This is an optimization exercise on Yosys and OpenROAD, whose aim is small area, a short achievable clock period and few clock cycles, not a production implementation.
In this exercise RTL edits were held to simulation tests only and were not proved equivalent to the original.
Power is estimated from default activity; no workload was simulated.

==> design.v <==
package gcsm_pkg;
  localparam int GRID_SIDE = 64;
  localparam int VALUE_BITS = 32;
  localparam int COORD_W = $clog2(GRID_SIDE);
  localparam int VALUE_W = VALUE_BITS;
  localparam int CFG_IDX_W = 3;
  localparam int KIND_W = 4;
  localparam int MARK_W = 2;
  localparam int SQ_W = 2 * COORD_W;
  localparam int PROD_W = 2 * SQ_W;
  localparam logic [KIND_W-1:0] KIND_CIRCLE   = 4'd0;
  localparam logic [KIND_W-1:0] KIND_HALF_N   = 4'd1;
  localparam logic [KIND_W-1:0] KIND_HALF_S   = 4'd2;
  localparam logic [KIND_W-1:0] KIND_HALF_E   = 4'd3;
  localparam logic [KIND_W-1:0] KIND_HALF_W   = 4'd4;
  localparam logic [KIND_W-1:0] KIND_RECT     = 4'd5;
  localparam logic [KIND_W-1:0] KIND_TRIANGLE = 4'd6;
  localparam logic [KIND_W-1:0] KIND_ELLIPSE  = 4'd7;
  localparam logic [KIND_W-1:0] KIND_INACCESS = 4'd8;
  localparam logic [CFG_IDX_W-1:0] REG_SHAPE_KIND = 3'd0;
  localparam logic [CFG_IDX_W-1:0] REG_CX_X1      = 3'd1;
  localparam logic [CFG_IDX_W-1:0] REG_CY_X2      = 3'd2;
  localparam logic [CFG_IDX_W-1:0] REG_R_Y1       = 3'd3;
  localparam logic [CFG_IDX_W-1:0] REG_EXTRA_Y2   = 3'd4;
  localparam logic [CFG_IDX_W-1:0] REG_GRID_X     = 3'd5;
  localparam logic [CFG_IDX_W-1:0] REG_GRID_Y     = 3'd6;
  localparam logic [CFG_IDX_W-1:0] REG_FILL       = 3'd7;
  localparam logic [MARK_W-1:0] MARK_NONE         = 2'd0;
  localparam logic [MARK_W-1:0] MARK_BOUNDARY     = 2'd1;
  localparam logic [MARK_W-1:0] MARK_INACCESSIBLE = 2'd2;
  localparam logic [COORD_W-1:0] GRID_LAST_RESET = COORD_W'(50);
  typedef struct packed {
    logic [COORD_W-1:0] cx;
    logic [COORD_W-1:0] cy;
    logic [KIND_W-1:0]  kind;
    logic               fits;
    logic               half_ok;
    logic               span_in;
    logic               tri_degen;
    logic               ell_degen;
    logic [COORD_W-1:0] dx_abs;
    logic [COORD_W-1:0] dy_abs;
    logic [COORD_W-1:0] tri_w;
    logic [COORD_W-1:0] tri_t;
    logic [COORD_W-1:0] tri_h;
    logic [COORD_W-1:0] tri_d;
  } s1_t;
  typedef struct packed {
    logic [COORD_W-1:0] cx;
    logic [COORD_W-1:0] cy;
    logic [KIND_W-1:0]  kind;
    logic               fits;
    logic               half_ok;
    logic               span_in;
    logic               tri_degen;
    logic               ell_degen;
    logic [SQ_W-1:0]    dx2;
    logic [SQ_W-1:0]    dy2;
    logic [SQ_W-1:0]    r2;
    logic [SQ_W-1:0]    ry2;
    logic [SQ_W-1:0]    tri_lhs;
    logic [SQ_W-1:0]    tri_rhs;
  } s2_t;
  typedef struct packed {
    logic [COORD_W-1:0] cx;
    logic [COORD_W-1:0] cy;
    logic [KIND_W-1:0]  kind;
    logic               fits;
    logic               half_ok;
    logic               span_in;
    logic               tri_degen;
    logic               ell_degen;
    logic               cir_in;
    logic               tri_in;
    logic [PROD_W-1:0]  ell_x;
    logic [PROD_W-1:0]  ell_y;
    logic [PROD_W-1:0]  ell_r;
  } s3_t;
endpackage
import gcsm_pkg::*;
module grid_cell_shape_membership_core
(
  input  logic                 clk,
  input  logic                 rst,
  input  logic                 cfg_valid,
  output logic                 cfg_ready,
  input  logic [gcsm_pkg::CFG_IDX_W-1:0] cfg_index,
  input  logic [gcsm_pkg::VALUE_W-1:0]   cfg_data,
  input  logic                 in_valid,
  output logic                 in_ready,
  input  logic [gcsm_pkg::COORD_W-1:0]   cell_x,
  input  logic [gcsm_pkg::COORD_W-1:0]   cell_y,
  output logic                 out_valid,
  input  logic                 out_ready,
  output logic [gcsm_pkg::COORD_W-1:0]   out_x,
  output logic [gcsm_pkg::COORD_W-1:0]   out_y,
  output logic [gcsm_pkg::MARK_W-1:0]    mark,
  output logic signed [gcsm_pkg::VALUE_W-1:0] write_value,
  output logic                 shape_fits
);
  logic [KIND_W-1:0]         shape_kind;
  logic [COORD_W-1:0]        reg_a;
  logic [COORD_W-1:0]        reg_b;
  logic [COORD_W-1:0]        reg_c;
  logic [COORD_W-1:0]        reg_d;
  logic [COORD_W-1:0]        grid_x_last;
  logic [COORD_W-1:0]        grid_y_last;
  logic signed [VALUE_W-1:0] fill_value;
  assign cfg_ready = 1'b1;
  always_ff @(posedge clk) begin
    if (rst) begin
      shape_kind  <= KIND_CIRCLE;
      reg_a       <= '0;
      reg_b       <= '0;
      reg_c       <= '0;
      reg_d       <= '0;
      grid_x_last <= GRID_LAST_RESET;
      grid_y_last <= GRID_LAST_RESET;
      fill_value  <= '0;
    end else if (cfg_valid && cfg_ready) begin
      unique case (cfg_index)
        REG_SHAPE_KIND: shape_kind  <= cfg_data[KIND_W-1:0];
        REG_CX_X1:      reg_a       <= cfg_data[COORD_W-1:0];
        REG_CY_X2:      reg_b       <= cfg_data[COORD_W-1:0];
        REG_R_Y1:       reg_c       <= cfg_data[COORD_W-1:0];
        REG_EXTRA_Y2:   reg_d       <= cfg_data[COORD_W-1:0];
        REG_GRID_X:     grid_x_last <= cfg_data[COORD_W-1:0];
        REG_GRID_Y:     grid_y_last <= cfg_data[COORD_W-1:0];
        REG_FILL:       fill_value  <= cfg_data;
      endcase
    end
  end
  logic v1, v2, v3;
  logic rdy1, rdy2, rdy3, rdy4;
  assign rdy4     = !out_valid || out_ready;
  assign rdy3     = !v3 || rdy4;
  assign rdy2     = !v2 || rdy3;
  assign rdy1     = !v1 || rdy2;
  assign in_ready = rdy1;
  always_ff @(posedge clk) begin
    if (rst) begin
      v1        <= 1'b0;
      v2        <= 1'b0;
      v3        <= 1'b0;
      out_valid <= 1'b0;
    end else begin
      if (rdy1) v1 <= in_valid;
      if (rdy2) v2 <= v1;
      if (rdy3) v3 <= v2;
      if (rdy4) out_valid <= v3;
    end
  end
  function automatic logic [COORD_W-1:0] abs_diff(input logic [COORD_W-1:0] p,
                                                  input logic [COORD_W-1:0] q);
    abs_diff = (p >= q) ? p - q : q - p;
  endfunction
  gcsm_pkg::s1_t s1;
  gcsm_pkg::s1_t s1_next;
  logic [COORD_W:0]   a_plus_c, b_plus_c, b_plus_d, a_plus_b;
  logic [COORD_W-1:0] x_lo, x_hi, y_lo, y_hi, tri_xc;
  logic               dx_neg, dx_zero, dy_neg, dy_zero;
  always_comb begin
    a_plus_c = {1'b0, reg_a} + {1'b0, reg_c};
    b_plus_c = {1'b0, reg_b} + {1'b0, reg_c};
    b_plus_d = {1'b0, reg_b} + {1'b0, reg_d};
    a_plus_b = {1'b0, reg_a} + {1'b0, reg_b};
    x_lo     = (reg_a < reg_b) ? reg_a : reg_b;
    x_hi     = (reg_a < reg_b) ? reg_b : reg_a;
    y_lo     = (reg_c < reg_d) ? reg_c : reg_d;
    y_hi     = (reg_c < reg_d) ? reg_d : reg_c;
    tri_xc   = a_plus_b[COORD_W:1];
    dx_neg   = cell_x < reg_a;
    dx_zero  = cell_x == reg_a;
    dy_neg   = cell_y < reg_b;
    dy_zero  = cell_y == reg_b;
    s1_next.cx        = cell_x;
    s1_next.cy        = cell_y;
    s1_next.kind      = shape_kind;
    s1_next.dx_abs    = abs_diff(cell_x, reg_a);
    s1_next.dy_abs    = abs_diff(cell_y, reg_b);
    s1_next.span_in   = (cell_x >= x_lo) && (cell_x <= x_hi) &&
                        (cell_y >= y_lo) && (cell_y <= y_hi);
    s1_next.tri_w     = abs_diff(reg_a, reg_b);
    s1_next.tri_h     = abs_diff(reg_c, reg_d);
    s1_next.tri_d     = abs_diff(cell_x, tri_xc);
    s1_next.tri_t     = (reg_d > reg_c) ? reg_d - cell_y : cell_y - reg_d;
    s1_next.tri_degen = (reg_a == reg_b) || (reg_c == reg_d);
    s1_next.ell_degen = (reg_c == '0) || (reg_d == '0);
    unique case (shape_kind)
      KIND_HALF_N: s1_next.half_ok = !dy_neg;
      KIND_HALF_S: s1_next.half_ok = dy_neg || dy_zero;
      KIND_HALF_E: s1_next.half_ok = !dx_neg;
      KIND_HALF_W: s1_next.half_ok = dx_neg || dx_zero;
      default:     s1_next.half_ok = 1'b1;
    endcase
    unique case (shape_kind)
      KIND_CIRCLE, KIND_HALF_N, KIND_HALF_S, KIND_HALF_E, KIND_HALF_W,
      KIND_INACCESS: begin
        s1_next.fits =
          (shape_kind == KIND_HALF_E || reg_a >= reg_c) &&
          ((shape_kind == KIND_HALF_W) ? (reg_a <= grid_x_last)
                                       : (a_plus_c <= {1'b0, grid_x_last})) &&
          (shape_kind == KIND_HALF_N || reg_b >= reg_c) &&
          ((shape_kind == KIND_HALF_S) ? (reg_b <= grid_y_last)
                                       : (b_plus_c <= {1'b0, grid_y_last}));
      end
      KIND_RECT, KIND_TRIANGLE: begin
        s1_next.fits = (reg_a <= grid_x_last) && (reg_b <= grid_x_last) &&
                       (reg_c <= grid_y_last) && (reg_d <= grid_y_last);
      end
      KIND_ELLIPSE: begin
        s1_next.fits = (reg_a >= reg_c) && (reg_b >= reg_d) &&
                       (a_plus_c <= {1'b0, grid_x_last}) &&
                       (b_plus_d <= {1'b0, grid_y_last});
      end
      default: s1_next.fits = 1'b1;
    endcase
  end
  always_ff @(posedge clk) begin
    if (rdy1 && in_valid) s1 <= s1_next;
  end
  gcsm_pkg::s2_t s2_next;
  gcsm_pkg::s2_t s2;
  always_comb begin
    s2_next.cx        = s1.cx;
    s2_next.cy        = s1.cy;
    s2_next.kind      = s1.kind;
    s2_next.fits      = s1.fits;
    s2_next.half_ok   = s1.half_ok;
    s2_next.span_in   = s1.span_in;
    s2_next.tri_degen = s1.tri_degen;
    s2_next.ell_degen = s1.ell_degen;
    s2_next.dx2       = SQ_W'(s1.dx_abs) * SQ_W'(s1.dx_abs);
    s2_next.dy2       = SQ_W'(s1.dy_abs) * SQ_W'(s1.dy_abs);
    s2_next.r2        = SQ_W'(reg_c) * SQ_W'(reg_c);
    s2_next.ry2       = SQ_W'(reg_d) * SQ_W'(reg_d);
    s2_next.tri_lhs   = SQ_W'(s1.tri_w) * SQ_W'(s1.tri_t);
    s2_next.tri_rhs   = SQ_W'(s1.tri_h) * SQ_W'(s1.tri_d);
  end
  always_ff @(posedge clk) begin
    if (rdy2 && v1) s2 <= s2_next;
  end
  gcsm_pkg::s3_t s3_next;
  gcsm_pkg::s3_t s3;
  always_comb begin
    s3_next.cx        = s2.cx;
    s3_next.cy        = s2.cy;
    s3_next.kind      = s2.kind;
    s3_next.fits      = s2.fits;
    s3_next.half_ok   = s2.half_ok;
    s3_next.span_in   = s2.span_in;
    s3_next.tri_degen = s2.tri_degen;
    s3_next.ell_degen = s2.ell_degen;
    s3_next.cir_in    = ({1'b0, s2.dx2} + {1'b0, s2.dy2}) < {1'b0, s2.r2};
    s3_next.tri_in    = {1'b0, s2.tri_lhs} >= {s2.tri_rhs, 1'b0};
    s3_next.ell_x     = PROD_W'(s2.dx2) * PROD_W'(s2.ry2);
    s3_next.ell_y     = PROD_W'(s2.dy2) * PROD_W'(s2.r2);
    s3_next.ell_r     = PROD_W'(s2.r2) * PROD_W'(s2.ry2);
  end
  always_ff @(posedge clk) begin
    if (rdy3 && v2) s3 <= s3_next;
  end
  logic              ell_in;
  logic [MARK_W-1:0] mark_next;
  always_comb begin
    ell_in = ({1'b0, s3.ell_x} + {1'b0, s3.ell_y}) <= {1'b0, s3.ell_r};
    unique case (s3.kind)
      KIND_CIRCLE, KIND_HALF_N, KIND_HALF_S, KIND_HALF_E, KIND_HALF_W: begin
        mark_next = (s3.fits && s3.cir_in && s3.half_ok) ? MARK_BOUNDARY : MARK_NONE;
      end
      KIND_INACCESS: begin
        mark_next = (s3.fits && s3.cir_in) ? MARK_INACCESSIBLE : MARK_NONE;
      end
      KIND_RECT: begin
        mark_next = (s3.fits && s3.span_in) ? MARK_BOUNDARY : MARK_NONE;
      end
      KIND_TRIANGLE: begin
        mark_next = (s3.fits && s3.span_in && !s3.tri_degen && s3.tri_in)
                    ? MARK_BOUNDARY : MARK_NONE;
      end
      KIND_ELLIPSE: begin
        mark_next = (s3.fits && !s3.ell_degen && ell_in) ? MARK_BOUNDARY : MARK_NONE;
      end
      default: mark_next = MARK_NONE;
    endcase
  end
  always_ff @(posedge clk) begin
    if (rdy4 && v3) begin
      out_x       <= s3.cx;
      out_y       <= s3.cy;
      mark        <= mark_next;
      write_value <= (mark_next != MARK_NONE) ? fill_value : '0;
      shape_fits  <= s3.fits;
    end
  end
endmodule
==> run.sh <==
#!/bin/bash
# synth_recipe.tcl (not shown) runs the flow's synth.tcl, then flattens the netlist and writes it again
# the make line also repeats each setting of config.mk as NAME=value (left out here)
make -C /OpenROAD-flow-scripts/flow DESIGN_CONFIG=/design/flow/config.mk WORK_HOME=/design/flow/orfs CLKGATE_MAP_FILE= SYNTH_SCRIPT=/design/flow/synth_recipe.tcl finish
==> config.mk <==
export PLATFORM = sky130hd
export DESIGN_NAME = grid_cell_shape_membership_core
export DESIGN_NICKNAME = grid_cell_shape_membership_core
export VERILOG_FILES = /design/flow/design.v
export SDC_FILE = /design/flow/constraint.sdc
export NUM_CORES = 4
export LEC_CHECK = 0
export CAP_MARGIN = 20
export CORE_MARGIN = 2
export CORE_UTILIZATION = 40
export SLEW_MARGIN = 20
==> constraint.sdc <==
create_clock -name core_clock -period 7.0 [get_ports {clk}]
set_input_delay 1.4000 -clock core_clock [delete_from_list [all_inputs] [get_ports {clk}]]
set_output_delay 1.4000 -clock core_clock [all_outputs]
set_load 0.01 [all_outputs]
==> run summary <==
==> power by group <==
| group | switching [mW] | internal, mW | leakage (nW) |
|---|---|---|---|
| clock network | 1.03 | 1.41 | 0.741 |
| logic | 4.22 | 3.11 | 15.2 |
| registers | 0.309 | 2.86 | 3.27 |
==> cell usage in the layout (no fill, tap or decap), drive strengths merged, types with 57 or more instances in the layout <==
master           n
nor2           172
inv            579
edfxtp         285
xnor2          116
dfxtp           76
and2           265
a21oi          191
fa             334
ha             569
nand2          387
clkdlybuf4s50   99
o21ai           99
mux2i           77
a21o            57
==> cell type report <==
class,instances,area [µm²]
repair buffers,124,1190
multi-input cells,2719,24600
fillers,8955,50800
well taps,1243,1560
flip-flops and latches,361,10100
clock buffers,52,1170
inverters,577,2170
clock inverters,30,373
==> Yosys cell counts, types with 4 or more instances <==
cell | count | area (µm²)
o211ai_1 | 15 | 113
o21ai_0 | 96 | 480
o2111ai_1 | 4 | 35.0
and2_1 | 265 | 1660
mux2i_1 | 77 | 771
a21boi_0 | 5 | 37.5
nor4_1 | 5 | 31.3
o31a_1 | 4 | 35.0
a211o_1 | 7 | 61.3
o22ai_1 | 9 | 56.3
a21o_1 | 57 | 428
or2_2 | 5 | 31.3
nand2_1 | 386 | 1450
and3_1 | 10 | 62.6
clkbuf_1 | 103 | 387
o21bai_1 | 35 | 263
nand2b_1 | 30 | 188
mux2_2 | 9 | 101
buf_2 | 5 | 25.0
nand4_1 | 19 | 119
fa_1 | 334 | 6690
a211oi_1 | 17 | 128
nor2b_1 | 46 | 288
nor3_1 | 22 | 110
o21a_1 | 29 | 218
dfxtp_1 | 76 | 1520
edfxtp_1 | 285 | 8560
a21oi_1 | 190 | 951
a221oi_1 | 7 | 61.3
nor2_1 | 170 | 638
a31o_2 | 4 | 35.0
a31oi_1 | 10 | 62.6
inv_1 | 577 | 2170
a2111oi_0 | 5 | 43.8
xor2_1 | 46 | 403
nand3_1 | 24 | 120
xnor2_1 | 116 | 1020
or3_1 | 7 | 43.8
ha_1 | 569 | 7120
==> state kept, by name, indices dropped and copies added, names as in the netlist, 32 cells and up <==
register,cells
s3,92
s2,89
s1,57
fill_value,32
write_value,32
==> metal layers <==
| layer | part of all wire | GRT usage | routed length (µm) |
|---|---|---|---|
| met1 | 0.45 | 0.257 | 40700 |
| met2 | 0.47 | 0.324 | 42200 |
| met3 | 0.040 | 0.0232 | 3610 |
| met4 | 0.035 | 0.0641 | 3180 |
| met5 | 0 | 0 | 0 |
==> logic make-up after synthesis <==
| family | after synthesis |
|---|---|
| buf+inv | 692 |
| fa+ha+maj | 903 |
| other cells | 2 |
| mux | 87 |
| simple gates | 1013 |
| flops | 361 |
| compound gates | 535 |
| xor+xnor | 162 |
==> worst max-delay path by stage <==
stage                       end  cells past startpoint             start  slack, ps
4_1_cts        s3[46]$_DFFE_PP_                     17  s2[39]$_DFFE_PP_        960
3_3_place_gp   s3[46]$_DFFE_PP_                     17  s2[39]$_DFFE_PP_       1100
3_5_place_dp   s3[46]$_DFFE_PP_                     17  s2[39]$_DFFE_PP_        930
6_report       s3[46]$_DFFE_PP_                     17  s2[39]$_DFFE_PP_        950
5_1_grt        s3[46]$_DFFE_PP_                     17  s2[40]$_DFFE_PP_        600
2_1_floorplan   s3[0]$_DFFE_PP_                      2         out_ready        600
==> per-stage QoR <==
step           total power, mW  hold slack, ps  setup WS (ps)  instance area (µm²)  instances
2_1_floorplan             8.52             400            600                37200       3772
3_5_place_dp              10.5             405            928                39600       5024
4_1_cts                   13.0             417            959                41100       5106
5_1_grt                   14.2             423            599                41100       5106
3_3_place_gp              10.4             401           1100                39600       5024
6_report                  12.9             414            951                41100       5106
==> worst max-delay path: stages, from the launching register on <==
cell and delay [ps]:
edfxtp_1 950, nand2_1 180, fa_1 540, fa_1 520
inv_1 60, fa_1 540, inv_1 50, fa_1 470
inv_1 50, fa_1 430, ha_1 350, a21o_1 210
a211oi_2 210, nor2_1 120, or4_1 430, o211a_1 240
a31oi_1 250, o21ai_0 170
==> impl_metrics.env <==
export IMPL_track_usage=0.192
export IMPL_cts_tree="done"
export IMPL_diodes=0
export IMPL_synth_top_family_by_area="adder cells"
export IMPL_relSlewSlack=0.188
export IMPL_muxShareOfSynthArea=0.0238
export IMPL_drive_gt1_frac=0.0373
export IMPL_clk_pin_slew_ps=70
export IMPL_leakagePower_nw=19.2
export IMPL_cp_required_ps=7350
export IMPL_path_max_fanout=23
export IMPL_min_delay_worst_endpoint="s3[87]$_DFFE_PP_"
export IMPL_syn_area_per_cell_um2=9.90
export IMPL_vias=25700
export IMPL_dieHeight_um=309
export IMPL_clk_path_buf_depth=3
export IMPL_cts_root_buf="clkbuf_16"
export IMPL_num_rows=111
export IMPL_synth_seq_cells=361
export IMPL_ios=102
export IMPL_synth_edff_count=285
export IMPL_seq_area_frac_synth=0.271
export IMPL_synthFlopType="edfxtp_1"
export IMPL_final_util=0.447
export IMPL_whs_path_depth=0
export IMPL_postRouteAntennaNets=0
export IMPL_dp_hpwl_mm=68.3
export IMPL_area_growth_synth_to_final_pct=10.6
export IMPL_drtIter0Drc=1464
export IMPL_place_gp_congestion=0.866
export IMPL_synthesis_area_um2=37200
export IMPL_crit_path_end_kind="flop"
export IMPL_synthXorXnorAreaFrac=0.0382
export IMPL_reg2reg_depth=17
export IMPL_fp_dieW_um=309
export IMPL_skew_ps=53.8
export IMPL_tightest_slew_ps=1210
export IMPL_min_period_over_period=0.864
export IMPL_peakVddDrop_v=0.000532
export IMPL_slew_violations=0
export IMPL_p_per_area_nw_per_um2=314
export IMPL_antenna_found_initial=0
export IMPL_grt_pass1_wl_mm=144
export IMPL_nets=4783
export IMPL_hold_viol_final=0
export IMPL_max_cap_viol_count=0
export IMPL_yosys_area_share_simple=0.133
export IMPL_period_minus_slack_ps=6050
export IMPL_synthCells=3755
export IMPL_wl_per_cell_um=17.6
export IMPL_hold_path_class="reg -> reg"
export IMPL_grt_max_degree=80
export IMPL_regToRegSetupSlack_ps=950
export IMPL_synth_cell_types=89
export IMPL_initial_utilization=0.404
export IMPL_via_per_inst=5.03
export IMPL_async_flop_share=0
export IMPL_regToRegStartpoint="s2[39]$_DFFE_PP_"
export IMPL_overflow=0
export IMPL_post_cts_resize_count=0
export IMPL_drt_pass1_iterations=5
export IMPL_max_freq_ghz=0.165
export IMPL_numPortBuffers=100
export IMPL_coreArea_um2=91900
export IMPL_arrival_ps=6390
export IMPL_ctsHoldBuffers=0
export IMPL_cts_setup_buffers=0
export IMPL_synth_compound_area_frac=0.0917
export IMPL_start_kind="flop"
export IMPL_die_area_um2=95400
export IMPL_r2r_end="s3[46]$_DFFE_PP_"
export IMPL_htree_levels=2
export IMPL_hold_start="s2[85]$_DFFE_PP_"
export IMPL_drc=0
export IMPL_grt_pass1_vias=26100
export IMPL_setup_tns_final_ps=0
export IMPL_setup_viol=0
export IMPL_numCtsBuffers=45
export IMPL_cts_sinks=361
export IMPL_critPathKind="reg -> reg"
export IMPL_synthAdderAreaFrac=0.371
export IMPL_rsz0062_at_grt="false"
export IMPL_status="no timing/DRC/antenna violations"
export IMPL_drt_total_wl_mm=89.7
export IMPL_yosys_warnings=1
export IMPL_clk_insertion_delay_late_ps=620
Testbench counts, summed over its fixed seeds: cycles 14,784.

## static timing again, ports no longer ideal
How much do the figures lean on ideal ports? The routed layout below was timed once more, with nothing changed but the port constraints. Step 1: set_driving_cell puts a clkbuf_16 on clk and a buf_2 on each other input, an assumption about the parent block. Step 2 times the ports against the registers' clock, not the clock port: input delays grow and output delays shrink by t, the midpoint of the rising clock arrivals with the driver on. a / b / c = ideal / step 1 / step 2; a / b = the first two.
t, ns: 0.655
setup slack, ns: 0.951 / 0.951 / 0.951
worst setup path after step 2: register to register
clock arrival spread, ns: 0.058 / 0.058
worst data-port slew with drivers (ns): 0.09
After both steps setup and hold are still met in this run. For this run, drivers alone change the setup slack by 0.000 ns; drivers and shift together by 0.000 ns.
